This design comes from an exercise in tuning for small area, a short achievable clock period and few clock cycles per item on the open sky130 flow, not from production work. In this exercise RTL edits were held to simulation tests only and were not proved equivalent to the original.

--- flow/config.mk ---
export PLATFORM = sky130hd
export DESIGN_NAME = aes128_iter_encrypt
export DESIGN_NICKNAME = aes128_iter_encrypt
export VERILOG_FILES = /design/flow/design.v
export SDC_FILE = /design/flow/constraint.sdc
export NUM_CORES = 4
export LEC_CHECK = 0
export CAP_MARGIN = 20
export CORE_MARGIN = 2
export CORE_UTILIZATION = 35
export CTS_BUF_LIST = sky130_fd_sc_hd__clkbuf_8
export PLACE_DENSITY = 0.45
export SETUP_SLACK_MARGIN = 5
export SLEW_MARGIN = 20
export SYNTH_HIERARCHICAL = 1
export SYNTH_MINIMUM_KEEP_SIZE = 0
--- flow/standard.sh ---
#!/bin/bash
# synth_recipe.tcl (not shown) runs the flow's synth.tcl, then flattens the netlist and writes it again
# the make line also repeats each setting of config.mk as NAME=value (left out here)
make -C /OpenROAD-flow-scripts/flow DESIGN_CONFIG=/design/flow/config.mk WORK_HOME=/design/flow/orfs CLKGATE_MAP_FILE= SYNTH_SCRIPT=/design/flow/synth_recipe.tcl "${@:-finish}"
--- flow/flow/run.sh ---
#!/bin/bash
# The standard layout (standard.sh, which passes its arguments to ORFS's make), with
# these ORFS settings added or overridden on make's command line:
#   BUFFER_PORTS_ARGS=-buffer_cell sky130_fd_sc_hd__buf_1
#   SETUP_SLACK_MARGIN=5.1
# make's output goes to make.log; each ORFS step writes its own log under orfs/logs.
set -euo pipefail
bash standard.sh BUFFER_PORTS_ARGS=-buffer_cell\ sky130_fd_sc_hd__buf_1 SETUP_SLACK_MARGIN=5.1 finish > make.log 2>&1
--- flow/constraint.sdc ---
create_clock -name core_clock -period 9.0 [get_ports {clk}]
set_input_delay 1.8000 -clock core_clock [delete_from_list [all_inputs] [get_ports {clk}]]
set_output_delay 1.8000 -clock core_clock [all_outputs]
set_load 0.01 [all_outputs]
--- flow/design.v ---
module aes128_iter_encrypt #(
  parameter int Nb = 128,
  parameter int UNROLL = 1
) (
  input  logic          clk,
  input  logic          reset,
  input  logic          in_valid,
  output logic          in_ready,
  input  logic [Nb-1:0] plain_text,
  input  logic [Nb-1:0] round_key,
  output logic          out_valid,
  input  logic          out_ready,
  output logic [Nb-1:0] cipher_text,
  output logic          busy
);
  localparam int NR = 10;
  function automatic logic [7:0] rcon(input logic [3:0] r);
    rcon = r == 4'd9 ? 8'h1b : r == 4'd10 ? 8'h36 : 8'h01 << (r - 4'd1);
  endfunction
  logic [127:0] s2_y, s2_k, s1_k, ct_q;
  logic [207:0] s1_m;
  logic [15:0] s1_km;
  logic [3:0] s2_rnd, s1_rnd;
  logic s2_v, s1_v, ct_v, ir_q, busy_q, s2_mix;
  logic s1_fin, leave, stall, accept;
  logic s1_v_d, s2_v_d, ct_v_d;
  logic [3:0] s1_rnd_d, s2_rnd_d;
  assign s1_fin = s1_v && s1_rnd == 4'(NR - 1);
  assign leave = s1_fin && (!ct_v || out_ready);
  assign stall = s1_fin && ct_v && !out_ready;
  assign in_ready = ir_q;
  assign accept = in_valid && in_ready;
  assign out_valid = ct_v;
  assign cipher_text = ct_q;
  assign busy = busy_q;
  logic [207:0] a_m;
  logic [15:0] a_km;
  stage_a u_a (
    .y(s2_y), .k(s2_k), .mix(s2_mix),
    .m(a_m), .km(a_km));
  logic [127:0] b_y, b_k, b_ct, n_y, n_k;
  logic ins;
  stage_b u_b (
    .m(s1_m), .k(s1_k), .km(s1_km), .rc(rcon(s1_rnd + 4'd1)),
    .y(b_y), .nk(b_k), .ct(b_ct));
  assign ins = !(s1_v && !s1_fin);
  mxiv #(256) u_ins (.a({b_y, b_k}), .b({plain_text, round_key}), .s(ins), .y({n_y, n_k}));
  always_ff @(posedge clk) begin
    if (!stall) begin
      s1_m <= a_m;
      s1_k <= s2_k;
      s1_km <= a_km;
      s2_y <= n_y;
      s2_k <= n_k;
    end
    if (leave) ct_q <= b_ct;
  end
  always_comb begin
    s1_v_d = s1_v;
    s1_rnd_d = s1_rnd;
    s2_v_d = s2_v;
    s2_rnd_d = s2_rnd;
    if (!stall) begin
      s1_v_d = s2_v;
      s1_rnd_d = s2_rnd;
      s2_v_d = (s1_v && !s1_fin) || accept;
      s2_rnd_d = s1_v && !s1_fin ? s1_rnd + 4'd1 : 4'd0;
    end
    ct_v_d = leave || (ct_v && !out_ready);
  end
  always_ff @(posedge clk or negedge reset) begin
    if (!reset) begin
      s1_v <= 1'b0;
      s2_v <= 1'b0;
      s2_mix <= 1'b0;
      ct_v <= 1'b0;
      s1_rnd <= '0;
      s2_rnd <= '0;
      ir_q <= 1'b1;
      busy_q <= 1'b0;
    end else begin
      s1_v <= s1_v_d;
      s1_rnd <= s1_rnd_d;
      s2_v <= s2_v_d;
      s2_rnd <= s2_rnd_d;
      if (!stall) s2_mix <= s1_v && !s1_fin;
      ct_v <= ct_v_d;
      ir_q <= !s1_v_d || (s1_rnd_d == 4'(NR - 1) && !ct_v_d);
      busy_q <= s1_v_d || s2_v_d;
    end
  end
endmodule
module stage_a (
  input  logic [127:0] y,
  input  logic [127:0] k,
  input  logic         mix,
  output logic [207:0] m,
  output logic [15:0]  km
);
  logic [127:0] g, s, x;
  logic [31:0] kx;
  xv #(128) u_g (.a(y), .b(k), .y(g));
  for (genvar c = 0; c < 4; c++) begin : g_mc
    logic [7:0] d [4];
    logic [7:0] e [4];
    logic [7:0] f [4];
    logic [7:0] fn [4];
    logic [7:0] t;
    for (genvar i = 0; i < 4; i++) begin : g_d
      xv #(8) u_d (.a(y[127-32*c-8*i -: 8]), .b(y[127-32*c-8*((i+1)%4) -: 8]), .y(d[i]));
    end
    xv #(8) u_t (.a(d[0]), .b(d[2]), .y(t));
    for (genvar i = 0; i < 4; i++) begin : g_o
      assign e[i][0] = d[i][7];
      assign e[i][2] = d[i][1];
      assign e[i][7:5] = d[i][6:4];
      xr u_e1 (.a(d[i][0]), .b(d[i][7]), .y(e[i][1]));
      xr u_e3 (.a(d[i][2]), .b(d[i][7]), .y(e[i][3]));
      xr u_e4 (.a(d[i][3]), .b(d[i][7]), .y(e[i][4]));
      xv #(8) u_f (.a(e[i]), .b(t), .y(f[i]));
      for (genvar j = 0; j < 8; j++) begin : g_b
        nd u_n (.a(f[i][j]), .b(mix), .y(fn[i][j]));
        xn u_s (.a(g[127-32*c-8*i-7+j]), .b(fn[i][j]), .y(s[127-32*c-8*i-7+j]));
      end
    end
  end
  for (genvar i = 0; i < 16; i++) begin : g_sb
    assign x[127-8*i -: 8] = s[127-8*((i+4*(i%4))%16) -: 8];
    aes_sbox_a u_sa (.x(x[127-8*i -: 8]), .m(m[207-13*i -: 13]));
  end
  assign kx = {k[23:0], k[31:24]};
  for (genvar i = 0; i < 4; i++) begin : g_kb
    aes_sbox_akn u_ka (.x(kx[31-8*i -: 8]), .m(km[15-4*i -: 4]));
  end
endmodule
module stage_b (
  input  logic [207:0] m,
  input  logic [127:0] k,
  input  logic [15:0]  km,
  input  logic [7:0]   rc,
  output logic [127:0] y,
  output logic [127:0] nk,
  output logic [127:0] ct
);
  logic [31:0] sk, kx, p0, p1, p2, p3;
  for (genvar i = 0; i < 16; i++) begin : g_sb
    aes_sbox_b u_sb (.m(m[207-13*i -: 13]), .y(y[127-8*i -: 8]));
  end
  assign kx = {k[23:0], k[31:24]};
  for (genvar i = 0; i < 4; i++) begin : g_kb
    aes_sbox_bkn u_kb (.x(kx[31-8*i -: 8]), .m(km[15-4*i -: 4]), .y(sk[31-8*i -: 8]));
  end
  xv #(8) u_p0 (.a(k[127:120]), .b(rc), .y(p0[31:24]));
  assign p0[23:0] = k[119:96];
  xv #(32) u_p1 (.a(p0), .b(k[95:64]), .y(p1));
  xv #(32) u_p2 (.a(p1), .b(k[63:32]), .y(p2));
  xv #(32) u_p3 (.a(p2), .b(k[31:0]), .y(p3));
  xnv #(32) u_nk0 (.a(p0), .b(sk), .y(nk[127:96]));
  xv #(32) u_nk1 (.a(p1), .b(sk), .y(nk[95:64]));
  xnv #(32) u_nk2 (.a(p2), .b(sk), .y(nk[63:32]));
  xv #(32) u_nk3 (.a(p3), .b(sk), .y(nk[31:0]));
  xv #(128) u_ct (.a(y), .b(nk), .y(ct));
endmodule
module xv #(
  parameter int W = 8
) (
  input  logic [W-1:0] a,
  input  logic [W-1:0] b,
  output logic [W-1:0] y
);
  for (genvar i = 0; i < W; i++) begin : g
    xr u (.a(a[i]), .b(b[i]), .y(y[i]));
  end
endmodule
module xnv #(
  parameter int W = 8
) (
  input  logic [W-1:0] a,
  input  logic [W-1:0] b,
  output logic [W-1:0] y
);
  for (genvar i = 0; i < W; i++) begin : g
    xn u (.a(a[i]), .b(b[i]), .y(y[i]));
  end
endmodule
module mxiv #(
  parameter int W = 8
) (
  input  logic [W-1:0] a,
  input  logic [W-1:0] b,
  input  logic         s,
  output logic [W-1:0] y
);
  for (genvar i = 0; i < W; i++) begin : g
    mxi u (.a(a[i]), .b(b[i]), .s(s), .y(y[i]));
  end
endmodule
module aes_sbox_a (
  input  logic [7:0] x,
  output logic [12:0] m
);
  logic U0, U1, U2, U3, U4, U5, U6, U7;
  logic T4, T5, T7, T10, T11, T12, T13, T14, T16, T17, T18, T20, T21, T22, T23, T24, T26, T27, M1, M2, M3, M4, M5, M6, M7, M8, M9, M10, M11, M12, M13, M14, M15, M16, M17, M18;
  assign {U0, U1, U2, U3, U4, U5, U6, U7} = x;
  xr g_t1 (.a(U0), .b(U3), .y(m[7]));
  xr g_t2 (.a(U0), .b(U5), .y(m[6]));
  xr g_t3 (.a(U0), .b(U6), .y(m[5]));
  xr g_t4 (.a(U3), .b(U5), .y(T4));
  xr g_t5 (.a(U4), .b(U6), .y(T5));
  xr g_t6 (.a(m[7]), .b(T5), .y(m[4]));
  xr g_t7 (.a(U1), .b(U2), .y(T7));
  xr g_t8 (.a(U7), .b(m[4]), .y(m[3]));
  xr g_t9 (.a(U7), .b(T7), .y(m[2]));
  xr g_t10 (.a(m[4]), .b(T7), .y(T10));
  xr g_t11 (.a(U1), .b(U5), .y(T11));
  xr g_t12 (.a(U2), .b(U5), .y(T12));
  xr g_t13 (.a(m[5]), .b(T4), .y(T13));
  xr g_t14 (.a(m[4]), .b(T11), .y(T14));
  xr g_t15 (.a(T5), .b(T11), .y(m[1]));
  xr g_t16 (.a(T5), .b(T12), .y(T16));
  xr g_t17 (.a(m[2]), .b(T16), .y(T17));
  xr g_t18 (.a(U3), .b(U7), .y(T18));
  xr g_t19 (.a(T7), .b(T18), .y(m[0]));
  xr g_t20 (.a(m[7]), .b(m[0]), .y(T20));
  xr g_t21 (.a(U6), .b(U7), .y(T21));
  xr g_t22 (.a(T7), .b(T21), .y(T22));
  xr g_t23 (.a(m[6]), .b(T22), .y(T23));
  xr g_t24 (.a(m[6]), .b(T10), .y(T24));
  xr g_t25 (.a(T20), .b(T17), .y(m[8]));
  xr g_t26 (.a(m[5]), .b(T16), .y(T26));
  xr g_t27 (.a(m[7]), .b(T12), .y(T27));
  nd g_m1 (.a(T13), .b(m[4]), .y(M1));
  nd g_m2 (.a(T23), .b(m[3]), .y(M2));
  xn g_m3 (.a(T14), .b(M1), .y(M3));
  nd g_m4 (.a(m[0]), .b(U7), .y(M4));
  xr g_m5 (.a(M4), .b(M1), .y(M5));
  nd g_m6 (.a(m[5]), .b(T16), .y(M6));
  nd g_m7 (.a(T22), .b(m[2]), .y(M7));
  xn g_m8 (.a(T26), .b(M6), .y(M8));
  nd g_m9 (.a(T20), .b(T17), .y(M9));
  xr g_m10 (.a(M9), .b(M6), .y(M10));
  nd g_m11 (.a(m[7]), .b(m[1]), .y(M11));
  nd g_m12 (.a(T4), .b(T27), .y(M12));
  xr g_m13 (.a(M12), .b(M11), .y(M13));
  nd g_m14 (.a(m[6]), .b(T10), .y(M14));
  xr g_m15 (.a(M14), .b(M11), .y(M15));
  xn g_m16 (.a(M3), .b(M2), .y(M16));
  xr g_m17 (.a(M5), .b(T24), .y(M17));
  xn g_m18 (.a(M8), .b(M7), .y(M18));
  xr g_m19 (.a(M10), .b(M15), .y(m[12]));
  xr g_m20 (.a(M16), .b(M13), .y(m[11]));
  xr g_m21 (.a(M17), .b(M15), .y(m[10]));
  xr g_m22 (.a(M18), .b(M13), .y(m[9]));
endmodule
module aes_sbox_b (
  input  logic [12:0] m,
  output logic [7:0] y
);
  logic M19, M20, M21, M22, T25, T1, T2, T3, T6, T8, T9, T15, T19;
  logic T10, T20, T22, T23, T27, T4, U7, T13, T16, T17, M23, M24, M25, M26, M27, M28, M29, M30, M31, M32, M33, M34, M35, M36, M37, M38, M39, M40, M41, M42, M43, M44, M45, M46, M47, M48, M49, M50, M51, M52, M53, M54, M55, M56, M57, M58, M59, M60, M61, M62, M63, L0, L1, L2, L3, L4, L5, L6, L7, L8, L9, L10, L11, L12, L13, L14, L15, L16, L17, L18, L19, L20, L21, L22, L23, L24, L25, L26, L27, L28, L29;
  assign {M19, M20, M21, M22, T25, T1, T2, T3, T6, T8, T9, T15, T19} = m;
  xr g_t10 (.a(T8), .b(T9), .y(T10));
  xr g_t20 (.a(T1), .b(T19), .y(T20));
  xr g_t22 (.a(T3), .b(T20), .y(T22));
  xr g_t23 (.a(T2), .b(T22), .y(T23));
  xr g_t27 (.a(T15), .b(T10), .y(T27));
  xr g_t4 (.a(T1), .b(T2), .y(T4));
  xr g_u7 (.a(T6), .b(T8), .y(U7));
  xr g_t13 (.a(T3), .b(T4), .y(T13));
  xr g_t16 (.a(T6), .b(T27), .y(T16));
  xr g_t17 (.a(T9), .b(T16), .y(T17));
  xr g_m23 (.a(M19), .b(T25), .y(M23));
  xn g_m24 (.a(M22), .b(M23), .y(M24));
  nd g_m25 (.a(M22), .b(M20), .y(M25));
  xr g_m26 (.a(M21), .b(M25), .y(M26));
  xn g_m27 (.a(M20), .b(M21), .y(M27));
  xr g_m28 (.a(M23), .b(M25), .y(M28));
  nr g_m29 (.a(M28), .b(M27), .y(M29));
  nr g_m30 (.a(M26), .b(M24), .y(M30));
  nd g_m31 (.a(M20), .b(M23), .y(M31));
  nr g_m32 (.a(M27), .b(M31), .y(M32));
  xr g_m33 (.a(M27), .b(M25), .y(M33));
  nd g_m34 (.a(M21), .b(M22), .y(M34));
  nr g_m35 (.a(M24), .b(M34), .y(M35));
  xr g_m36 (.a(M24), .b(M25), .y(M36));
  xr g_m37 (.a(M21), .b(M29), .y(M37));
  xr g_m38 (.a(M32), .b(M33), .y(M38));
  xr g_m39 (.a(M23), .b(M30), .y(M39));
  xr g_m40 (.a(M35), .b(M36), .y(M40));
  xr g_m41 (.a(M38), .b(M40), .y(M41));
  xr g_m42 (.a(M37), .b(M39), .y(M42));
  xr g_m43 (.a(M37), .b(M38), .y(M43));
  xr g_m44 (.a(M39), .b(M40), .y(M44));
  xr g_m45 (.a(M42), .b(M41), .y(M45));
  nd g_m46 (.a(M44), .b(T6), .y(M46));
  nd g_m47 (.a(M40), .b(T8), .y(M47));
  nd g_m48 (.a(M39), .b(U7), .y(M48));
  nd g_m49 (.a(M43), .b(T16), .y(M49));
  nd g_m50 (.a(M38), .b(T9), .y(M50));
  nd g_m51 (.a(M37), .b(T17), .y(M51));
  nd g_m52 (.a(M42), .b(T15), .y(M52));
  nd g_m53 (.a(M45), .b(T27), .y(M53));
  nd g_m54 (.a(M41), .b(T10), .y(M54));
  nd g_m55 (.a(M44), .b(T13), .y(M55));
  nd g_m56 (.a(M40), .b(T23), .y(M56));
  nd g_m57 (.a(M39), .b(T19), .y(M57));
  nd g_m58 (.a(M43), .b(T3), .y(M58));
  nd g_m59 (.a(M38), .b(T22), .y(M59));
  nd g_m60 (.a(M37), .b(T20), .y(M60));
  nd g_m61 (.a(M42), .b(T1), .y(M61));
  nd g_m62 (.a(M45), .b(T4), .y(M62));
  nd g_m63 (.a(M41), .b(T2), .y(M63));
  xr g_l0 (.a(M61), .b(M62), .y(L0));
  xr g_l1 (.a(M50), .b(M56), .y(L1));
  xr g_l2 (.a(M46), .b(M48), .y(L2));
  xr g_l3 (.a(M47), .b(M55), .y(L3));
  xr g_l4 (.a(M54), .b(M58), .y(L4));
  xr g_l5 (.a(M49), .b(M61), .y(L5));
  xn g_l6 (.a(M62), .b(L5), .y(L6));
  xn g_l7 (.a(M46), .b(L3), .y(L7));
  xr g_l8 (.a(M51), .b(M59), .y(L8));
  xr g_l9 (.a(M52), .b(M53), .y(L9));
  xn g_l10 (.a(M53), .b(L4), .y(L10));
  xn g_l11 (.a(M60), .b(L2), .y(L11));
  xr g_l12 (.a(M48), .b(M51), .y(L12));
  xn g_l13 (.a(M50), .b(L0), .y(L13));
  xr g_l14 (.a(M52), .b(M61), .y(L14));
  xn g_l15 (.a(M55), .b(L1), .y(L15));
  xn g_l16 (.a(M56), .b(L0), .y(L16));
  xn g_l17 (.a(M57), .b(L1), .y(L17));
  xn g_l18 (.a(M58), .b(L8), .y(L18));
  xn g_l19 (.a(M63), .b(L4), .y(L19));
  xr g_l20 (.a(L0), .b(L1), .y(L20));
  xr g_l21 (.a(L1), .b(L7), .y(L21));
  xr g_l22 (.a(L3), .b(L12), .y(L22));
  xr g_l23 (.a(L18), .b(L2), .y(L23));
  xr g_l24 (.a(L15), .b(L9), .y(L24));
  xr g_l25 (.a(L6), .b(L10), .y(L25));
  xr g_l26 (.a(L7), .b(L9), .y(L26));
  xr g_l27 (.a(L8), .b(L10), .y(L27));
  xr g_l28 (.a(L11), .b(L14), .y(L28));
  xr g_l29 (.a(L11), .b(L17), .y(L29));
  xr g_s0 (.a(L6), .b(L24), .y(y[7]));
  xn g_s1 (.a(L16), .b(L26), .y(y[6]));
  xn g_s2 (.a(L19), .b(L28), .y(y[5]));
  xr g_s3 (.a(L6), .b(L21), .y(y[4]));
  xr g_s4 (.a(L20), .b(L22), .y(y[3]));
  xr g_s5 (.a(L25), .b(L29), .y(y[2]));
  xn g_s6 (.a(L13), .b(L27), .y(y[1]));
  xn g_s7 (.a(L6), .b(L23), .y(y[0]));
endmodule
module aes_sbox_akn (
  input  logic [7:0] x,
  output logic [3:0] m
);
  logic U0, U1, U2, U3, U4, U5, U6, U7;
  logic T1, T2, T3, T4, T5, T6, T7, T8, T9, T10, T11, T12, T13, T14, T15, T16, T17, T18, T19, T20, T21, T22, T23, T24, T25, T26, T27, M1, M2, M3, M4, M5, M6, M7, M8, M9, M10, M11, M12, M13, M14, M15, M16, M17, M18, M19;
  assign {U0, U1, U2, U3, U4, U5, U6, U7} = x;
  xr g_t1 (.a(U0), .b(U3), .y(T1));
  xr g_t2 (.a(U0), .b(U5), .y(T2));
  xr g_t3 (.a(U0), .b(U6), .y(T3));
  xr g_t4 (.a(U3), .b(U5), .y(T4));
  xr g_t5 (.a(U4), .b(U6), .y(T5));
  xr g_t6 (.a(T1), .b(T5), .y(T6));
  xr g_t7 (.a(U1), .b(U2), .y(T7));
  xn g_t8 (.a(U7), .b(T6), .y(T8));
  xn g_t9 (.a(U7), .b(T7), .y(T9));
  xr g_t10 (.a(T6), .b(T7), .y(T10));
  xr g_t11 (.a(U1), .b(U5), .y(T11));
  xr g_t12 (.a(U2), .b(U5), .y(T12));
  xr g_t13 (.a(T3), .b(T4), .y(T13));
  xr g_t14 (.a(T6), .b(T11), .y(T14));
  xr g_t15 (.a(T5), .b(T11), .y(T15));
  xr g_t16 (.a(T5), .b(T12), .y(T16));
  xr g_t17 (.a(T9), .b(T16), .y(T17));
  xr g_t18 (.a(U3), .b(U7), .y(T18));
  xn g_t19 (.a(T7), .b(T18), .y(T19));
  xn g_t20 (.a(T1), .b(T19), .y(T20));
  xr g_t21 (.a(U6), .b(U7), .y(T21));
  xr g_t22 (.a(T7), .b(T21), .y(T22));
  xr g_t23 (.a(T2), .b(T22), .y(T23));
  xr g_t24 (.a(T2), .b(T10), .y(T24));
  xr g_t25 (.a(T20), .b(T17), .y(T25));
  xr g_t26 (.a(T3), .b(T16), .y(T26));
  xr g_t27 (.a(T1), .b(T12), .y(T27));
  nd g_m1 (.a(T13), .b(T6), .y(M1));
  nd g_m2 (.a(T23), .b(T8), .y(M2));
  xn g_m3 (.a(T14), .b(M1), .y(M3));
  nr g_m4 (.a(T19), .b(U7), .y(M4));
  xn g_m5 (.a(M4), .b(M1), .y(M5));
  nd g_m6 (.a(T3), .b(T16), .y(M6));
  nd g_m7 (.a(T22), .b(T9), .y(M7));
  xn g_m8 (.a(T26), .b(M6), .y(M8));
  nd g_m9 (.a(T20), .b(T17), .y(M9));
  xr g_m10 (.a(M9), .b(M6), .y(M10));
  nd g_m11 (.a(T1), .b(T15), .y(M11));
  nd g_m12 (.a(T4), .b(T27), .y(M12));
  xr g_m13 (.a(M12), .b(M11), .y(M13));
  nd g_m14 (.a(T2), .b(T10), .y(M14));
  xr g_m15 (.a(M14), .b(M11), .y(M15));
  xn g_m16 (.a(M3), .b(M2), .y(M16));
  xr g_m17 (.a(M5), .b(T24), .y(M17));
  xn g_m18 (.a(M8), .b(M7), .y(M18));
  xr g_m19 (.a(M10), .b(M15), .y(M19));
  xr g_m20 (.a(M16), .b(M13), .y(m[3]));
  xr g_m21 (.a(M17), .b(M15), .y(m[2]));
  xr g_m22 (.a(M18), .b(M13), .y(m[1]));
  xr g_m23 (.a(M19), .b(T25), .y(m[0]));
endmodule
module aes_sbox_bkn (
  input  logic [7:0] x,
  input  logic [3:0] m,
  output logic [7:0] y
);
  logic U0, U1, U2, U3, U4, U5, U6, U7;
  logic M20, M21, M22, M23;
  logic T1, T2, T3, T4, T5, T6, T7, T8, T9, T10, T11, T12, T13, T15, T16, T17, T18, T19, T20, T21, T22, T23, T27, M24, M25, M26, M27, M28, M29, M30, M31, M32, M33, M34, M35, M36, M37, M38, M39, M40, M41, M42, M43, M44, M45, M46, M47, M48, M49, M50, M51, M52, M53, M54, M55, M56, M57, M58, M59, M60, M61, M62, M63, L0, L1, L2, L3, L4, L5, L6, L7, L8, L9, L10, L11, L12, L13, L14, L15, L16, L17, L18, L19, L20, L21, L22, L23, L24, L25, L26, L27, L28, L29;
  assign {U0, U1, U2, U3, U4, U5, U6, U7} = x;
  assign {M20, M21, M22, M23} = m;
  xr g_t1 (.a(U0), .b(U3), .y(T1));
  xr g_t2 (.a(U0), .b(U5), .y(T2));
  xr g_t3 (.a(U0), .b(U6), .y(T3));
  xr g_t4 (.a(U3), .b(U5), .y(T4));
  xr g_t5 (.a(U4), .b(U6), .y(T5));
  xr g_t6 (.a(T1), .b(T5), .y(T6));
  xr g_t7 (.a(U1), .b(U2), .y(T7));
  xn g_t8 (.a(U7), .b(T6), .y(T8));
  xn g_t9 (.a(U7), .b(T7), .y(T9));
  xr g_t10 (.a(T6), .b(T7), .y(T10));
  xr g_t11 (.a(U1), .b(U5), .y(T11));
  xr g_t12 (.a(U2), .b(U5), .y(T12));
  xr g_t13 (.a(T3), .b(T4), .y(T13));
  xr g_t15 (.a(T5), .b(T11), .y(T15));
  xr g_t16 (.a(T5), .b(T12), .y(T16));
  xr g_t17 (.a(T9), .b(T16), .y(T17));
  xr g_t18 (.a(U3), .b(U7), .y(T18));
  xn g_t19 (.a(T7), .b(T18), .y(T19));
  xn g_t20 (.a(T1), .b(T19), .y(T20));
  xr g_t21 (.a(U6), .b(U7), .y(T21));
  xr g_t22 (.a(T7), .b(T21), .y(T22));
  xr g_t23 (.a(T2), .b(T22), .y(T23));
  xr g_t27 (.a(T1), .b(T12), .y(T27));
  xn g_m24 (.a(M22), .b(M23), .y(M24));
  nd g_m25 (.a(M22), .b(M20), .y(M25));
  xr g_m26 (.a(M21), .b(M25), .y(M26));
  xn g_m27 (.a(M20), .b(M21), .y(M27));
  xr g_m28 (.a(M23), .b(M25), .y(M28));
  nr g_m29 (.a(M28), .b(M27), .y(M29));
  nr g_m30 (.a(M26), .b(M24), .y(M30));
  nd g_m31 (.a(M20), .b(M23), .y(M31));
  nr g_m32 (.a(M27), .b(M31), .y(M32));
  xr g_m33 (.a(M27), .b(M25), .y(M33));
  nd g_m34 (.a(M21), .b(M22), .y(M34));
  nr g_m35 (.a(M24), .b(M34), .y(M35));
  xr g_m36 (.a(M24), .b(M25), .y(M36));
  xr g_m37 (.a(M21), .b(M29), .y(M37));
  xr g_m38 (.a(M32), .b(M33), .y(M38));
  xn g_m39 (.a(M23), .b(M30), .y(M39));
  xr g_m40 (.a(M35), .b(M36), .y(M40));
  xr g_m41 (.a(M38), .b(M40), .y(M41));
  xn g_m42 (.a(M37), .b(M39), .y(M42));
  xr g_m43 (.a(M37), .b(M38), .y(M43));
  xn g_m44 (.a(M39), .b(M40), .y(M44));
  xr g_m45 (.a(M42), .b(M41), .y(M45));
  nd g_m46 (.a(M44), .b(T6), .y(M46));
  nd g_m47 (.a(M40), .b(T8), .y(M47));
  nr g_m48 (.a(M39), .b(U7), .y(M48));
  nd g_m49 (.a(M43), .b(T16), .y(M49));
  nd g_m50 (.a(M38), .b(T9), .y(M50));
  nd g_m51 (.a(M37), .b(T17), .y(M51));
  nd g_m52 (.a(M42), .b(T15), .y(M52));
  nd g_m53 (.a(M45), .b(T27), .y(M53));
  nd g_m54 (.a(M41), .b(T10), .y(M54));
  nd g_m55 (.a(M44), .b(T13), .y(M55));
  nd g_m56 (.a(M40), .b(T23), .y(M56));
  nr g_m57 (.a(M39), .b(T19), .y(M57));
  nd g_m58 (.a(M43), .b(T3), .y(M58));
  nd g_m59 (.a(M38), .b(T22), .y(M59));
  nd g_m60 (.a(M37), .b(T20), .y(M60));
  nd g_m61 (.a(M42), .b(T1), .y(M61));
  nd g_m62 (.a(M45), .b(T4), .y(M62));
  nd g_m63 (.a(M41), .b(T2), .y(M63));
  xr g_l0 (.a(M61), .b(M62), .y(L0));
  xr g_l1 (.a(M50), .b(M56), .y(L1));
  xn g_l2 (.a(M46), .b(M48), .y(L2));
  xr g_l3 (.a(M47), .b(M55), .y(L3));
  xr g_l4 (.a(M54), .b(M58), .y(L4));
  xr g_l5 (.a(M49), .b(M61), .y(L5));
  xn g_l6 (.a(M62), .b(L5), .y(L6));
  xn g_l7 (.a(M46), .b(L3), .y(L7));
  xr g_l8 (.a(M51), .b(M59), .y(L8));
  xr g_l9 (.a(M52), .b(M53), .y(L9));
  xn g_l10 (.a(M53), .b(L4), .y(L10));
  xn g_l11 (.a(M60), .b(L2), .y(L11));
  xn g_l12 (.a(M48), .b(M51), .y(L12));
  xn g_l13 (.a(M50), .b(L0), .y(L13));
  xr g_l14 (.a(M52), .b(M61), .y(L14));
  xn g_l15 (.a(M55), .b(L1), .y(L15));
  xn g_l16 (.a(M56), .b(L0), .y(L16));
  xr g_l17 (.a(M57), .b(L1), .y(L17));
  xn g_l18 (.a(M58), .b(L8), .y(L18));
  xn g_l19 (.a(M63), .b(L4), .y(L19));
  xr g_l20 (.a(L0), .b(L1), .y(L20));
  xr g_l21 (.a(L1), .b(L7), .y(L21));
  xr g_l22 (.a(L3), .b(L12), .y(L22));
  xr g_l23 (.a(L18), .b(L2), .y(L23));
  xr g_l24 (.a(L15), .b(L9), .y(L24));
  xr g_l25 (.a(L6), .b(L10), .y(L25));
  xr g_l26 (.a(L7), .b(L9), .y(L26));
  xr g_l27 (.a(L8), .b(L10), .y(L27));
  xr g_l28 (.a(L11), .b(L14), .y(L28));
  xr g_l29 (.a(L11), .b(L17), .y(L29));
  xr g_s0 (.a(L6), .b(L24), .y(y[7]));
  xn g_s1 (.a(L16), .b(L26), .y(y[6]));
  xn g_s2 (.a(L19), .b(L28), .y(y[5]));
  xr g_s3 (.a(L6), .b(L21), .y(y[4]));
  xr g_s4 (.a(L20), .b(L22), .y(y[3]));
  xr g_s5 (.a(L25), .b(L29), .y(y[2]));
  xn g_s6 (.a(L13), .b(L27), .y(y[1]));
  xn g_s7 (.a(L6), .b(L23), .y(y[0]));
endmodule
module xr (input logic a, input logic b, output logic y);
  assign y = a ^ b;
endmodule
module xn (input logic a, input logic b, output logic y);
  assign y = ~(a ^ b);
endmodule
module nd (input logic a, input logic b, output logic y);
  assign y = ~(a & b);
endmodule
module nr (input logic a, input logic b, output logic y);
  assign y = ~(a | b);
endmodule
module mxi (input logic a, input logic b, input logic s, output logic y);
  assign y = ~(s ? b : a);
endmodule
==> metrics.md, run 1 <==
| Metric | Value |
|---|---|
| Vias in the first global route | `37.0k` |
| Largest net degree at the start of global routing | `188` |
| Post-synth top area share | `0.397` |
| Setup TNS | `0 ns` |
| TritonCTS clock tree | `yes` |
| Die area | `162000 sq um` |
| Synth area leader | `edfxtp_1` |
| Min cycle time layout | `3.92 ns` |
| Non-Filler Instances | `7828` |
| Setup CP Type | `register to register` |
| Final-report max-slew violation count | `0` |
| First-pass GRT wire length | `260 mm` |
| Outcome | `timing/DRC/antenna clean` |
| CTS Root Cell | `clkbuf_8` |
| # setup viols final | `0` |
| First drt pass iteration count | `5` |
| Initial antenna violation count | `9` |
| Yosys reg bits | `750` |
| Post-synth top flop | `edfxtp_1` |
| Synthesized cell area | `55600 sq um` |
| Measured slew at the worst slew-check pin | `1.04 ns` |
| Chip Height | `403 microns` |
| Rel. slew slack | `0.304` |
| Max Freq | `0.255 GHz` |
| RSZ-0062 raised after global routing | `true` |
| I/O Pins | `391` |
| CP endpoint kind | `register` |
| CTS H-tree depth | `4` |
| Placed Cells | `7467` |
| Standard-cell rows | `146` |
| FILL cells | `15.1k` |
| Synthesized Nets | `5242` |
| Vias | `36.1k` |
| Area after DPL | `60000 sq um` |
| Worst R2R Path Depth | `11` |
| I/O Buffers | `390` |
| Number of synthesized flops with an enable pin | `736` |
| Final Hold Violating Endpoints | `0` |
| Syn Inst Count | `4975` |
| Post-synth ARST share | `0.0187` |
| Min-delay worst type | `register to register` |
| Global Route Usage Sum | `0.225` |
| Post-synth cell types | `40` |
| Worst endpoint required time | `9.62 ns` |
| Most common cell in the netlist | `xor2_1` |
| # hold bufs at CTS | `0` |
| Die Wd | `403 microns` |
| GRT overflow | `0` |
| Total routed wirelength | `186 mm` |
| Clk sinks | `750` |
| Worst EP arrival | `4.54 ns` |
| Clock Latency Late Sink | `0.92 ns` |
| Starting Density | `0.352` |
| Worst-path clk slew | `0.06 ns` |
| Longest Clk Path Bufs | `3` |
| Final #Nets | `5901` |
| Core area | `158000 sq um` |
| Initial DRC count | `2378` |
| WHS Path Cells | `0` |
| Remaining antenna violation count after routing | `0` |
| Mapped Avg Cell Area | `11.2 sq um` |
| Layout cells sized above 1 | `0.133` |
| Synth-to-layout area growth | `21.5%` |
| Synth area leaders | `edfxtp_1, xor2_1, xnor2_1, nand2_1, mux2i_1` |
| Top cells by count, synth | `xor2_1, edfxtp_1, nand2_1, xnor2_1, mux2i_1` |
| Drt wl/cell | `23.7 microns` |
| DP HPWL | `148 mm` |
| Crit Path Max Fanout | `4` |
| # DRC | `0` |
| Register area share after synthesis | `0.404` |
| Post-route design area | `67600 sq um` |
| Placer congestion estimate | `0.898` |
| Worst clock skew | `0.0562 ns` |
| Synth Warn # | `28` |
| Total CTS buffers | `151` |
| Period Utilization, post-route | `0.436` |
| Max Cap Violations | `0` |
| Via-to-Cell Ratio | `4.61` |
| Worst setup SP type | `register` |
[routing by layer]
| layer | up-vias | global-route usage | wire length [microns] |
|---|---|---|---|
| met3 | 221 | 0.0305 | 7860 |
| li1 | 17300 | - | - |
| met1 | 17800 | 0.298 | 81900 |
| met2 | 788 | 0.378 | 89800 |
| met5 | - | 0 | 11 |
| met4 | 2 | 0.0705 | 6230 |
[modules after synthesis (local to each module, per instance), a selection]
| module | cells | cell area, sq um |
|---|---|---|
| xr | 1 | 8.76 |
| nr | 1 | 3.75 |
| nd | 1 | 3.75 |
| mxi | 1 | 10.0 |
| xn | 1 | 8.76 |
| aes128_iter_encrypt | 827 | 23000 |
[state kept, by name (all words and copies together), names as in the netlist, 4 cells and up]
signal / flops
ct_q: 128
s1_k: 128
s1_km: 16
s1_m: 208
s1_rnd: 4
s2_k: 128
s2_rnd: 4
s2_y: 128
[what timing repair did]
action	in CTS	in global routing
resized for setup	216	268
gates cloned	0	1
setup endpoints to repair	219	510
setup buffers	21	64
pin swaps	12	46
[path summary, 6_finish.rpt]
kind | startpoint | endpoint | slack (ns)
worst max register to register | s2_y[102] | s1_m[77] | 5.08
worst min-delay path | s2_k[85] | s1_k[85] | 0.45
worst max-delay path | s2_y[102] | s1_m[77] | 5.08
worst min register to register | s2_k[85] | s1_k[85] | 0.45
max in group asynchronous | reset | s2_mix | 7.44
min in group asynchronous | reset | s2_rnd[0] | 0.97
[critical path, stage by stage, from the launching register on]
cell	delay (ns)
edfxtp_1	0.61
xor2_2	0.34
xor2_2	0.38
xor2_2	0.44
nand2_1	0.13
xnor2_1	0.37
xor2_2	0.33
xor2_1	0.39
xor2_1	0.26
nand2_1	0.10
xor2_1	0.16
xor2_1	0.14
[metrics by stage]
step | worst slack (ns) | util | hold WS (ns)
global placement | 4.52 | 0.380 | 0.455
CTS | 4.94 | 0.410 | 0.453
finish | 5.08 | 0.428 | 0.448
global route | 4.94 | 0.428 | 0.468
floorplan | 4.68 | - | 0.412
detailed placement | 4.50 | 0.380 | 0.459
[layout make-up]
type                            count  area, sq um  area share
Antenna cell                        2         5.00   0.0000741
Clock buffer                      151         2080      0.0308
Clock inverter                    122          820      0.0121
Inverter                            6         65.1    0.000963
Multi-Input combinational cell   4218        37000       0.548
Sequential cell                   750        22500       0.332
Tap cell                         2072         2590      0.0384
Timing Repair Buffer              506         2510      0.0372
Timing Repair inverter              1         11.3    0.000167
[placed cells by master (no fill, tap or decap), types with 3 or more instances in the layout]
| cell type | n |
|---|---|
| xnor2_4 | 28 |
| nor2_1 | 93 |
| clkinv_1 | 24 |
| xnor2_1 | 497 |
| inv_1 | 47 |
| dfrtp_1 | 10 |
| buf_1 | 390 |
| clkinv_8 | 3 |
| a21oi_1 | 4 |
| mux2i_1 | 254 |
| clkinvlp_4 | 8 |
| nand2_1 | 729 |
| clkbuf_8 | 151 |
| xor2_2 | 235 |
| inv_6 | 6 |
| xor2_1 | 2172 |
| bufinv_16 | 7 |
| o21ai_1 | 9 |
| clkinv_2 | 26 |
| edfxtp_1 | 736 |
| xor2_4 | 34 |
| buf_12 | 14 |
| buf_4 | 101 |
| inv_8 | 4 |
| ha_1 | 7 |
| xnor2_2 | 120 |
[cells by family (layout without fill, tap and decap cells)]
kind of cell | after synthesis | after routing | share of synthesized area
adder cells (fa/ha/maj) | 7 | 7 | 0.00157
AND/OR/NAND/NOR | 842 | 842 | 0.0585
other | 0 | 2 | 0
multiplexers | 259 | 259 | 0.0467
AO/OA/AOI/OAI | 24 | 24 | 0.00304
XOR/XNOR | 3086 | 3086 | 0.486
flip-flops | 750 | 750 | 0.404
buffers and inverters | 7 | 786 | 0.000495
Testbench counts, summed over its fixed seeds: cycles 8,040, items 800.
==> inputs of run 2 (changes only) <==
--- a/flow/config.mk
+++ b/flow/config.mk
@@ -7,9 +7,9 @@
 export LEC_CHECK = 0
 export CAP_MARGIN = 20
 export CORE_MARGIN = 2
-export CORE_UTILIZATION = 35
-export CTS_BUF_LIST = sky130_fd_sc_hd__clkbuf_8
-export PLACE_DENSITY = 0.45
+export CORE_UTILIZATION = 40
+export CTS_BUF_LIST = sky130_fd_sc_hd__clkbuf_4
+export PLACE_DENSITY = 0.5
 export SETUP_SLACK_MARGIN = 5
 export SLEW_MARGIN = 20
 export SYNTH_HIERARCHICAL = 1
==> run 2 against run 1 <==
Synthesized area unchanged. Non-clock buffer count is 27 lower. First-iteration DRC count decreased by 5.2%. Worst hold slack worse by 0.0039 ns. Die area shrank 12%. Via count rose by 2.2%. Final cell count decreased by 2.4%. Largest cell class unchanged.
==> metrics.md, run 2 <==
| Metric | Value |
|---|---|
| Longest Clk Path Bufs | `3 (unchanged)` |
| CTS H-tree depth | `4 (unchanged)` |
| Worst clock skew | `0.108 ns (+0.0517 ns)` |
| Via-to-Cell Ratio | `4.83 (+4.7%)` |
| Total CTS buffers | `215 (+42%)` |
| Worst setup SP type | `register` |
| Most common cell in the netlist | `xor2_1` |
| Post-synth cell types | `40 (unchanged)` |
| Largest register by flop count | `s1_m` |
| Initial antenna violation count | `8 (-1)` |
| Syn Inst Count | `4975 (unchanged)` |
| Chip Height | `377 microns (-6.4%)` |
| Crit Path Max Fanout | `4 (unchanged)` |
| Outcome | `timing/DRC/antenna clean` |
| Worst-path clk slew | `0.07 ns (about the same)` |
| Vias | `36.9k (+2.2%)` |
| Initial DRC count | `2254 (-5.2%)` |
| Top cells by count, synth | `xor2_1, edfxtp_1, nand2_1, xnor2_1, mux2i_1` |
| DP HPWL | `141 mm (-4.9%)` |
| Die area | `142000 sq um (-12%)` |
| # hold bufs at CTS | `0 (unchanged)` |
| I/O Buffers | `390 (unchanged)` |
| Max reg flops | `208 (unchanged)` |
| Max Freq | `0.259 GHz (+1.4%)` |
| Starting Density | `0.404 (+0.0520)` |
| # setup viols final | `0 (unchanged)` |
| Commonest non-fill, non-tap cells in the layout | `xor2_1, edfxtp_1, nand2_1` |
| Synth area leader | `edfxtp_1` |
| Core area | `138000 sq um (-13%)` |
| First drt pass iteration count | `5 (unchanged)` |
| Synthesized cell area | `55600 sq um (unchanged)` |
| Synthesized Nets | `5242 (unchanged)` |
| Synth area leaders | `edfxtp_1, xor2_1, xnor2_1, nand2_1, mux2i_1` |
| Post-synth top flop | `edfxtp_1` |
| Non-Filler Instances | `7641 (-2.4%)` |
| Setup CP Type | `register to register` |
| Post-synth ARST share | `0.0187 (unchanged)` |
| Vias in the first global route | `37.5k (+1.4%)` |
| First-pass GRT wire length | `254 mm (-2.4%)` |
| Largest net degree at the start of global routing | `223 (+19%)` |
| Measured slew at the worst slew-check pin | `1.22 ns (+0.183 ns)` |
| Rel. slew slack | `0.184 (-0.120)` |
| Max Cap Violations | `0 (unchanged)` |
| Register area share after synthesis | `0.404 (unchanged)` |
| Placer congestion estimate | `0.888 (-1.2%)` |
| Synth-to-layout area growth | `20.0%` |
| Number of synthesized flops with an enable pin | `736 (unchanged)` |
| Standard-cell rows | `136 (-6.8%)` |
| Total routed wirelength | `180 mm (-2.9%)` |
| RSZ-0062 raised after global routing | `true` |
| Min cycle time layout | `3.87 ns (-0.0555 ns)` |
| Worst endpoint required time | `9.93 ns (+0.31 ns)` |
| Yosys reg bits | `750 (unchanged)` |
| I/O Pins | `391 (unchanged)` |
| Final-report max-slew violation count | `0 (unchanged)` |
| Mapped Avg Cell Area | `11.2 sq um (unchanged)` |
| Final Hold Violating Endpoints | `0 (unchanged)` |
| Global Route Usage Sum | `0.249 (+0.0244)` |
| Final #Nets | `5938 (+0.63%)` |
| Layout cells sized above 1 | `0.141 (+0.00813)` |
| # DRC | `0 (unchanged)` |
| Clock Latency Late Sink | `1.26 ns (+0.34 ns)` |
| TritonCTS clock tree | `yes` |
| FILL cells | `12.8k (-16%)` |
| Min-delay worst type | `register to register` |
| Most common cell after layout, fill and taps aside | `xor2_1` |
| Clk sinks | `750 (unchanged)` |
| Placed Cells | `7180 (-3.8%)` |
| Setup TNS | `0 ns (unchanged)` |
| CP endpoint kind | `register` |
| Die Wd | `377 microns (-6.4%)` |
| Post-synth top area share | `0.397 (unchanged)` |
| Drt wl/cell | `23.6 microns (-0.51%)` |
| Period Utilization, post-route | `0.430 (-0.00616)` |
| Remaining antenna violation count after routing | `0 (unchanged)` |
| CTS Root Cell | `clkbuf_4` |
| Synth Warn # | `28 (unchanged)` |
| Worst EP arrival | `4.80 ns (+0.26 ns)` |
| GRT overflow | `0 (unchanged)` |
run 2: changes by cell type in the layout (fill, tap and decap cells not counted), sizes merged:
cell      previous run  this run
clkinvlp             8         1
bufinv               7         3
clkinv              54        79
buf                506       478
diode                2         6
inv                 60        13
clkbuf             151       299
run 2: layout make-up:
cell class	count	area, sq um	area share
clock inverters	89	489	0.00733
repair buffers	479	2380	0.0357
inverters	6	65.1	0.000975
clock buffers	298	2240	0.0335
repair inverters	1	11.3	0.000169
diodes	6	15.0	0.000225
flip-flops and latches	750	22500	0.337
well taps	1794	2240	0.0336
multi-input cells	4218	36800	0.552
run 2: repair_timing:
| action | CTS | global route |
|---|---|---|
| pin swaps | 7 | 35 |
| hold endpoints to repair | 0 | 0 |
| gates resized for setup | 205 | 249 |
| buffers inserted | 18 | 49 |
| endpoints found under the setup margin | 246 | 593 |
| cloned | 0 | 1 |
run 2: worst paths after layout:
check / start / end / slack (ns) / depth (start not counted)
setup / recovery: s2_y[70] / s1_m[25] / 5.13 / 11
hold / removal: s2_k[101] / s1_k[101] / 0.44 / 0
setup reg to reg: s2_y[70] / s1_m[25] / 5.13 / 11
hold reg to reg: s2_k[101] / s1_k[101] / 0.44 / 0
max in group asynchronous: reset / s2_mix / 7.77 / 1
min in group asynchronous: reset / ct_v / 0.64 / 1
run 2: cell families after synthesis:
| group | after synthesis | share of synthesized area |
|---|---|---|
| xor+xnor | 3086 | 0.486 |
| simple gates | 842 | 0.0585 |
| flops | 750 | 0.404 |
| mux | 259 | 0.0467 |
| compound gates | 24 | 0.00304 |
| buf+inv | 7 | 0.000495 |
| fa+ha+maj | 7 | 0.00157 |
run 2: critical path: stages (launching register included):
cell      delay, ns
edfxtp_1       0.52
xor2_1         0.38
xor2_2         0.35
xor2_2         0.40
nand2_1        0.12
xnor2_1        0.37
xor2_2         0.30
xor2_1         0.42
xor2_1         0.26
nand2_1        0.10
xor2_1         0.16
xor2_1         0.14
run 2: Yosys stat by module, one instance, submodules excluded, a selection:
module               times used  flops+latches  cells inside  area, sq um
aes128_iter_encrypt           1            750           827        23000
mxi                         256              0             1         10.0
nd                          716              0             1         3.75
nr                           92              0             1         3.75
xn                          644              0             1         8.76
xr                         2440              0             1         8.76
run 2: per-stage QoR:
step | cell area, sq um | worst slack [ns] | util | hold WS [ns]
floorplan | 55600 | 4.68 | - | 0.412
global placement | 59600 | 4.41 | 0.433 | 0.455
detailed placement | 59600 | 4.41 | 0.433 | 0.458
CTS | 64200 | 5.02 | 0.466 | 0.459
global route | 66700 | 4.99 | 0.485 | 0.476
finish | 66700 | 5.13 | 0.485 | 0.444
run 2: layer usage:
metal,GRT usage,wire (microns)
met1,0.331,79500
met2,0.414,87300
met3,0.0394,8640
met4,0.0798,5080
met5,0,13
==> inputs of run 3 (changes only) <==
--- a/flow/config.mk
+++ b/flow/config.mk
@@ -8,7 +8,9 @@
 export CAP_MARGIN = 20
 export CORE_MARGIN = 2
 export CORE_UTILIZATION = 40
-export CTS_BUF_LIST = sky130_fd_sc_hd__clkbuf_4
+export CTS_BUF_LIST = sky130_fd_sc_hd__clkbuf_8
+export CTS_CLUSTER_DIAMETER = 60
+export CTS_CLUSTER_SIZE = 14
 export PLACE_DENSITY = 0.5
 export SETUP_SLACK_MARGIN = 5
 export SLEW_MARGIN = 20
==> run 3 against run 2 <==
Still clean. Sequential cell count stayed put. Worst setup slack better by 0.083 ns. Worst hold slack better by 0.011 ns. Core utilization is 0.43 points lower. Cell area is 0.88% lower. First-iteration DRC count is 9.2% higher. Clock skew is 0.036 ns lower. Routed wire length is 0.98% lower. Synthesized cell count stayed put. Non-clock buffer count is 1 higher. Critical endpoint is now s1_m[103]. Highest routed layer unchanged.
==> metrics.md, run 3 <==
| Metric | Value |
|---|---|
| Outcome | `timing/DRC/antenna clean` |
| Register area share after synthesis | `0.404 (unchanged)` |
| Final core occ | `0.480 (-0.00427)` |
| Worst endpoint required time | `9.57 ns (-0.36 ns)` |
| Worst R2R Path Depth | `11 (unchanged)` |
| Synthesized cell area | `55600 sq um (unchanged)` |
| Met2 usage | `0.413 (-0.00118)` |
| Max Cap Violations | `0 (unchanged)` |
| Starting Density | `0.404 (unchanged)` |
| Post-synth ARST share | `0.0187 (unchanged)` |
| Syn Inst Count | `4975 (unchanged)` |
| Most Crowded Layer GR | `met2` |
| Final Hold Violating Endpoints | `0 (unchanged)` |
| Crit Path Max Fanout | `5 (+1)` |
| Setup CP Type | `register to register` |
| Total CTS buffers | `96 (-55%)` |
| Setup TNS | `0 ns (unchanged)` |
| Hold path start | `s2_k[95]` |
| GRT overflow | `0 (unchanged)` |
| Standard-cell rows | `136 (unchanged)` |
| Worst setup SP type | `register` |
| XOR/XNOR Fraction of Synth Area | `0.486 (unchanged)` |
| Commonest non-fill, non-tap cells in the layout | `xor2_1, edfxtp_1, nand2_1` |
| WHS Path Cells | `0 (unchanged)` |
| Core area | `138000 sq um (unchanged)` |
| Worst clock skew | `0.0722 ns (-0.0356 ns)` |
| Placer congestion estimate | `0.888 (unchanged)` |
| Layout cells sized above 1 | `0.119 (-0.0217)` |
| Yosys reg bits | `750 (unchanged)` |
| RSZ-0062 raised after global routing | `true` |
| # DRC | `0 (unchanged)` |
| Measured slew at the worst slew-check pin | `1.26 ns (+0.0394 ns)` |
| Vias in the first global route | `36.4k (-3.0%)` |
| Top cells by count, synth | `xor2_1, edfxtp_1, nand2_1, xnor2_1, mux2i_1` |
| Die Wd | `377 microns (unchanged)` |
| Via-to-Cell Ratio | `4.85 (+0.48%)` |
| Synthesized Nets | `5242 (unchanged)` |
| Post-synth top flop | `edfxtp_1` |
| Synth Area in Adders | `0.00157 (unchanged)` |
| Clock Latency Late Sink | `0.83 ns (-0.43 ns)` |
| R2r endpoint | `s1_m[103]` |
| Most common cell in the netlist | `xor2_1` |
| M3 GR Usage | `0.0290 (-0.0104)` |
| Initial antenna violation count | `6 (-2)` |
| Final-report max-slew violation count | `0 (unchanged)` |
| Chip Height | `377 microns (unchanged)` |
| Worst EP arrival | `4.36 ns (-0.44 ns)` |
| # hold bufs at CTS | `0 (unchanged)` |
| Mapped Avg Cell Area | `11.2 sq um (unchanged)` |
| First-pass GRT wire length | `250 mm (-1.2%)` |
| Post-synth top area share | `0.397 (unchanged)` |
| TritonCTS clock tree | `yes` |
| Remaining antenna violation count after routing | `0 (unchanged)` |
| Global Route Usage Sum | `0.245 (-0.00354)` |
| Vias | `36.0k (-2.3%)` |
| Synth Area in Compound Gates | `0.00304 (unchanged)` |
| Longest Clk Path Bufs | `3 (unchanged)` |
| Largest register by flop count | `s1_m` |
| Largest family of logic cells by synthesized area | `XOR/XNOR gates` |
| Period Utilization, post-route | `0.421 (-0.00922)` |
| CP endpoint kind | `register` |
| Post-synth cell types | `40 (unchanged)` |
| CTS H-tree depth | `3 (-1)` |
| Grt met1 use | `0.332 (+0.000895)` |
| Max reg flops | `208 (unchanged)` |
| Worst-path clk slew | `0.10 ns (+0.03 ns)` |
| Most common cell after layout, fill and taps aside | `xor2_1` |
| Synth area leaders | `edfxtp_1, xor2_1, xnor2_1, nand2_1, mux2i_1` |
| Largest net degree at the start of global routing | `223 (unchanged)` |
| Initial DRC count | `2461 (+9.2%)` |
| # setup viols final | `0 (unchanged)` |
| Post-Synth Simple-Gate Area | `0.0585 (unchanged)` |
| Total routed wirelength | `179 mm (-0.98%)` |
| Synth Warn # | `28 (unchanged)` |
| Synth area leader | `edfxtp_1` |
| Hold path endpoint | `s1_k[95]` |
| Max Freq | `0.264 GHz (+2.2%)` |
| Reg2reg setup slack | `5.22 ns (+0.08 ns)` |
| Clk sinks | `750 (unchanged)` |
| First drt pass iteration count | `5 (unchanged)` |
| CTS Root Cell | `clkbuf_8` |
| Drt wl/cell | `24.1 microns (+1.9%)` |
| Synth-to-layout area growth | `18.9%` |
| Final #Nets | `5820 (-2.0%)` |
| Number of synthesized flops with an enable pin | `736 (unchanged)` |
| Rel. slew slack | `0.158 (-0.0263)` |
| I/O Buffers | `390 (unchanged)` |
| DP HPWL | `141 mm (unchanged)` |
| Die area | `142000 sq um (unchanged)` |
| I/O Pins | `391 (unchanged)` |
| Multiplexer area fraction after synthesis | `0.0467 (unchanged)` |
| Reg2reg start | `s2_y[36]` |
| Min cycle time layout | `3.78 ns (-0.0830 ns)` |
| Min-delay worst type | `register to register` |
==> run 3: cell counts after synthesis <==
No cell type changed its count.
==> run 3: routing by layer <==
layer / up-vias / share of wire
li1: 17100 / -
met1: 17900 / 0.45
met2: 833 / 0.48
met3: 190 / 0.040
met4: 2 / 0.031
met5: - / 0.000073
==> run 3: kinds of logic after synthesis <==
group,after synthesis
DFF,750
buffers and inverters,7
xor gates and xnor gates,3086
and+or+nand+nor,842
adders and majority gates,7
muxes,259
AOI/OAI and AO/OA,24
==> run 3: worst max-delay path, stage by stage (launching register included) <==
cell and delay, ns:
edfxtp_1 0.53, xor2_1 0.37, xor2_2 0.35, xor2_1 0.30
nand2_1 0.11, xnor2_1 0.42, xor2_2 0.37, xor2_2 0.32
xor2_1 0.25, nand2_1 0.10, xor2_1 0.28, xor2_1 0.11
==> run 3: layout make-up <==
cell class,instances,area (sq um)
sequential,750,22500
clock inverter,79,812
clock buffer,97,1340
multi-input combinational,4218,36800
antenna,1,2.50
tap,1794,2240
inverter,6,65.1
timing repair inverter,1,11.3
fill,12700,71500
timing repair buffer,480,2370
==> run 3: through the flow <==
stage | hold slack (ns) | std cells | cell area (sq um) | setup WS, ns
global placement | 0.455 | 7180 | 59600 | 4.41
CTS | 0.467 | 7370 | 63600 | 5.06
global route | 0.485 | 7426 | 66100 | 5.06
floorplan | 0.412 | 4975 | 55600 | 4.68
finish | 0.455 | 7426 | 66100 | 5.22
detailed placement | 0.458 | 7180 | 59600 | 4.41
==> run 3: worst max-delay path by stage <==
stage | end | cells after the start | slack (ns) | startpoint
6_report | s1_m[103] | 11 | 5.22 | s2_y[36]
5_1_grt | s2_y[79] | 11 | 5.06 | s1_m[125]
4_1_cts | s2_k[2] | 11 | 5.06 | s1_km[0]
3_5_place_dp | s1_m[180] | 5 | 4.41 | out_ready
3_3_place_gp | s1_m[180] | 5 | 4.41 | out_ready
2_1_floorplan | ct_q[0] | 2 | 4.68 | out_ready
==> run 3: repair_timing <==
item	4_1_cts	5_1_grt
setup buffers	14	54
pin swaps	10	35
gates cloned	0	1
endpoints found under the setup margin	246	554
resized for setup	212	247
==> run 3: per-module statistics from Yosys (local to each module, per instance), a selection <==
module               flip-flops and latches  cells inside  area [sq um]  copies in the design
nd                                        0             1          3.75                   716
xr                                        0             1          8.76                  2440
mxi                                       0             1          10.0                   256
xn                                        0             1          8.76                   644
nr                                        0             1          3.75                    92
aes128_iter_encrypt                     750           827         23000                     1

[port drivers added, routing unchanged]
The results above use ideal ports. As a check the final layouts listed here were re-extracted and re-timed, cells and wires unchanged. Step 1, drivers: a clkbuf_16 drives clk and a buf_2 each remaining input, both assumed. Step 2 moves the port delays by t, midway between the first and last clock arrival at a register: inputs arrive t later, outputs are due t later. That takes back most of the time a late clock gives input paths. a / b / c = ideal ports / drivers / drivers and shift; a / b = the first two.
run	t, ns	slack for setup (ns)	cell pins on the clock port's net
run 1	0.968	5.077 / 5.077 / 4.758	1
run 2	1.290	5.133 / 5.099 / 4.435	1
run 3	0.874	5.215 / 5.215 / 4.601	1
After both steps every run listed still meets setup and hold. For run 2, which loses most, drivers alone change the setup slack by -0.034 ns; drivers and shift together by -0.698 ns.
